What follows belongs to an exercise in optimizing a design on an open flow for small area and a short achievable clock period; a production flow would make more cautious choices.
In this exercise RTL edits were held to simulation tests only and were not proved equivalent to the original.
Power and IR drop assume default switching activity.

lagoon:
==> flow/design.v <==
module pipelineTop (
	input  logic        clock,
	input  logic        reset,
	input  logic [31:0] instrIn,
	input  logic        instrValid,
	output logic        traceValid,
	output logic [4:0]  traceReg,
	output logic [31:0] traceData
);
	logic [31:0] fInstr;
	logic        fValid;
	always_ff @(posedge clock) begin
		fInstr <= instrIn;  
		fValid <= instrValid & ~reset;
	end
	logic        wbV;
	logic [4:0]  wbR;
	logic [31:0] wbD;
	assign traceValid = wbV;
	assign traceReg   = wbR;
	assign traceData  = wbD;
	logic [31:1][31:0] rf;
	logic [31:1]       rfv;
	logic [31:1]       rfWe;
	always_comb begin
		for (int i = 1; i < 32; i++)
			rfWe[i] = wbV && (wbR == 5'(i));  
	end
	always_ff @(posedge clock) begin
		for (int i = 1; i < 32; i++) begin
			if (rfWe[i])
				rf[i] <= wbD;
			if (reset)
				rfv[i] <= 1'b0;
			else if (rfWe[i])
				rfv[i] <= 1'b1;
		end
	end
	logic [5:0]  op, fn;
	logic [4:0]  rs, rt, rd;
	logic [15:0] imm;
	assign op  = fInstr[31:26];
	assign rs  = fInstr[25:21];
	assign rt  = fInstr[20:16];
	assign rd  = fInstr[15:11];
	assign fn  = fInstr[5:0];
	assign imm = fInstr[15:0];
	logic isR, rAdd, rSub, rAnd, rOr, rXor, rSlt;
	logic iAddiu, iAndi, iOri, iLui, iLw, iSw;
	logic useImm, writes;
	logic [4:0] dest;
	assign isR    = (op == 6'h00);
	assign rAdd   = isR && fn == 6'h21;
	assign rSub   = isR && fn == 6'h23;
	assign rAnd   = isR && fn == 6'h24;
	assign rOr    = isR && fn == 6'h25;
	assign rXor   = isR && fn == 6'h26;
	assign rSlt   = isR && fn == 6'h2A;
	assign iAddiu = (op == 6'h09);
	assign iAndi  = (op == 6'h0C);
	assign iOri   = (op == 6'h0D);
	assign iLui   = (op == 6'h0F);
	assign iLw    = (op == 6'h23);
	assign iSw    = (op == 6'h2B);
	assign useImm = iAddiu | iAndi | iOri | iLui;
	assign writes = rAdd | rSub | rAnd | rOr | rXor | rSlt | useImm | iLw;
	assign dest   = isR ? rd : rt;
	logic [31:0] exA, exB;
	logic [7:0]  exImm8;
	logic        exWr, exSt;
	logic [4:0]  exDest;
	logic        exInv;                        
	logic        exSelSum, exSelAnd, exSelOr, exSelXor, exSelSlt, exSelLd;
	logic        exFwdA, exFwdB;
	logic [31:1] selA, selB;
	logic        wtA, wtB;
	logic [31:0] readA, readB;
	logic [31:0] rfA, rfB;
	always_comb begin
		for (int i = 1; i < 32; i++) begin
			selA[i] = (rs == 5'(i)) && rfv[i];
			selB[i] = (rt == 5'(i)) && rfv[i];
		end
		rfA = '0;
		rfB = '0;
		for (int i = 1; i < 32; i++) begin
			rfA = rfA | ({32{selA[i]}} & rf[i]);
			rfB = rfB | ({32{selB[i]}} & rf[i]);
		end
		wtA = wbV && (wbR == rs);
		wtB = wbV && (wbR == rt);
		readA = wtA ? wbD : rfA;
		readB = wtB ? wbD : rfB;
	end
	logic [31:0] immVal;
	always_comb begin
		if (iLui)
			immVal = {imm, 16'h0};
		else if (iAndi || iOri)
			immVal = {16'h0, imm};
		else
			immVal = {{16{imm[15]}}, imm};
	end
	logic decInv;
	assign decInv = rSub | rSlt;
	always_ff @(posedge clock) begin
		exA      <= iLui ? 32'h0 : readA;
		exB      <= useImm ? immVal : (decInv ? ~readB : readB);
		exImm8   <= imm[7:0];
		exDest   <= dest;
		exInv    <= decInv;
		exSelSum <= rAdd | rSub | iAddiu;
		exSelAnd <= rAnd | iAndi;
		exSelOr  <= rOr | iOri | iLui;
		exSelXor <= rXor;
		exSelSlt <= rSlt;
		exSelLd  <= iLw;
		exFwdA   <= exWr && (exDest == rs) && !iLui;
		exFwdB   <= exWr && (exDest == rt) && !useImm;
		if (reset) begin
			exWr <= 1'b0;
			exSt <= 1'b0;
		end else begin
			exWr <= fValid && writes && (dest != 5'd0);
			exSt <= fValid && iSw;
		end
	end
	logic [31:0] opA, addB, sum;
	logic [32:0] sum33;
	logic        lt;
	assign opA   = exFwdA ? wbD : exA;
	assign addB  = exFwdB ? (exInv ? ~wbD : wbD) : exB;  
	assign sum33 = {opA, exInv} + {addB, exInv};        
	assign sum   = sum33[32:1];
	assign lt    = (opA[31] == addB[31]) ? opA[31] : sum[31];
	logic [63:0][31:0] mem;
	logic [63:0]       mv;
	logic [63:0]       hit, mWe;
	logic [31:0]       ldData;
	function automatic logic [21:0] wordTerms(input logic [7:0] a, input logic [7:0] b);
		logic [7:0] p, g;
		logic       c2;
		logic [21:0] t;
		p  = a ^ b;
		g  = a & b;
		c2 = g[1] | (p[1] & g[0]);
		t[0] = ~(p[2] ^ c2);           
		t[1] =  (p[2] ^ c2);           
		for (int j = 1; j < 6; j++) begin
			t[2 + 4*(j-1) + 0] = ~(p[j+2] ^ (g[j+1] | p[j+1]));   
			t[2 + 4*(j-1) + 1] = ~(p[j+2] ^ g[j+1]);              
			t[2 + 4*(j-1) + 2] =  (p[j+2] ^ (g[j+1] | p[j+1]));   
			t[2 + 4*(j-1) + 3] =  (p[j+2] ^ g[j+1]);              
		end
		wordTerms = t;
	endfunction
	logic [21:0] termWb, termEx, term;
	assign termWb = wordTerms(wbD[7:0], exImm8);
	assign termEx = wordTerms(exA[7:0], exImm8);
	assign term   = exFwdA ? termWb : termEx;
	always_comb begin
		ldData = '0;
		for (int w = 0; w < 64; w++) begin
			hit[w] = term[w & 1];
			for (int j = 1; j < 6; j++)
				hit[w] = hit[w] & term[2 + 4*(j-1) + 2*((w >> j) & 1) + ((w >> (j-1)) & 1)];
			mWe[w] = exSt && hit[w];
			ldData = ldData | ({32{hit[w] && mv[w]}} & mem[w]);
		end
	end
	always_ff @(posedge clock) begin
		for (int w = 0; w < 64; w++) begin
			if (mWe[w])
				mem[w] <= addB;
			if (reset)
				mv[w] <= 1'b0;
			else if (mWe[w])
				mv[w] <= 1'b1;
		end
	end
	logic [31:0] result;
	assign result = ({32{exSelSum}} & sum)
	              | ({32{exSelAnd}} & (opA & addB))
	              | ({32{exSelOr}}  & (opA | addB))
	              | ({32{exSelXor}} & (opA ^ addB))
	              | ({32{exSelSlt}} & {31'h0, lt})
	              | ({32{exSelLd}}  & ldData);
	always_ff @(posedge clock) begin
		wbR <= exDest;
		wbD <= result;
		wbV <= exWr && !reset;
	end
endmodule
export LEC_CHECK = 0
export CAP_MARGIN = 20
export CORE_MARGIN = 2
export CORE_UTILIZATION = 45
export CTS_CLUSTER_DIAMETER = 80
export CTS_CLUSTER_SIZE = 25
export PLACE_DENSITY = 0.6
export SLEW_MARGIN = 20
create_clock -name core_clock -period 10.0 [get_ports {clock}]
standard.sh (not shown) runs the stock make flow with config.mk's settings and CLKGATE_MAP_FILE= SYNTH_SCRIPT=/design/flow/synth_recipe.tcl, a recipe that flattens the netlist after the stock synthesis.
==> flow/flow/run.sh <==
#!/bin/bash
# Standard ORFS layout through the standard.sh (synthesis unchanged), with:
#  - timing repair asked for a larger setup margin than the default, with
#    post-CTS repair limited to the worst endpoints;
#  - plain buf_4 cells as the port buffers (every port still gets one).
# Every tool's log stays under orfs/logs/; make's own output is in flow_make.log.
set -uo pipefail
bash standard.sh SETUP_SLACK_MARGIN=6.5 TNS_END_PERCENT=5 \
	"BUFFER_PORTS_ARGS=-buffer_cell sky130_fd_sc_hd__buf_4" \
	finish > flow_make.log 2>&1
The inputs of tundra differ from those of lagoon as listed below.
- CTS_CLUSTER_DIAMETER no longer set, was 80
- CTS_CLUSTER_SIZE no longer set, was 25
Findings:
lagoon -> tundra: sequential cell count delta 0, exact match. nor4_4 as the highest-delay cell along the critical path was reported by tundra, and nor2_1 by lagoon. Summary of tundra over lagoon: worst hold slack was more or less identical; utilization went up by 2.1 points; proportion of power drawn by the clock network went up by 11 points; worst slew margin relative to its limit went up by 3.9 points. Summary of tundra over lagoon: cell-internal power saw an increase, measured slew at the worst slew-check pin lower. Diff lagoon -> tundra | logic depth of the worst path, buffers included | decrease of 2.

==> port drivers added, routing unchanged <==
In the flow no input, the clock included, has a driving cell. The finished layouts below were timed again as built, in two steps. Step 1 (the two cells are an assumption about what drives the block):
set clk [get_ports {clock}]
set_driving_cell -lib_cell sky130_fd_sc_hd__clkbuf_16 $clk
set_driving_cell -lib_cell sky130_fd_sc_hd__buf_2 [delete_from_list [all_inputs] $clk]
Step 2, shift: input delay + t, output delay - t, t = (earliest + latest rising clock arrival at the registers) / 2. This alone moves slack from input paths to output paths. a / b / c = ideal ports / drivers / drivers and shift; a / b = the first two.
run	shift t [ns]	setup slack, ns	latest minus earliest clock arrival (ns)	slew at the worst register clock pin (ns)	worst slew at a driven data input, ns
lagoon	1.055	5.648 / 5.648 / 5.648	0.112 / 0.112	0.11 / 0.11	0.05
tundra	1.070	5.843 / 5.843 / 5.843	0.075 / 0.076	0.07 / 0.07	0.05
After both steps every run listed still meets setup and hold.
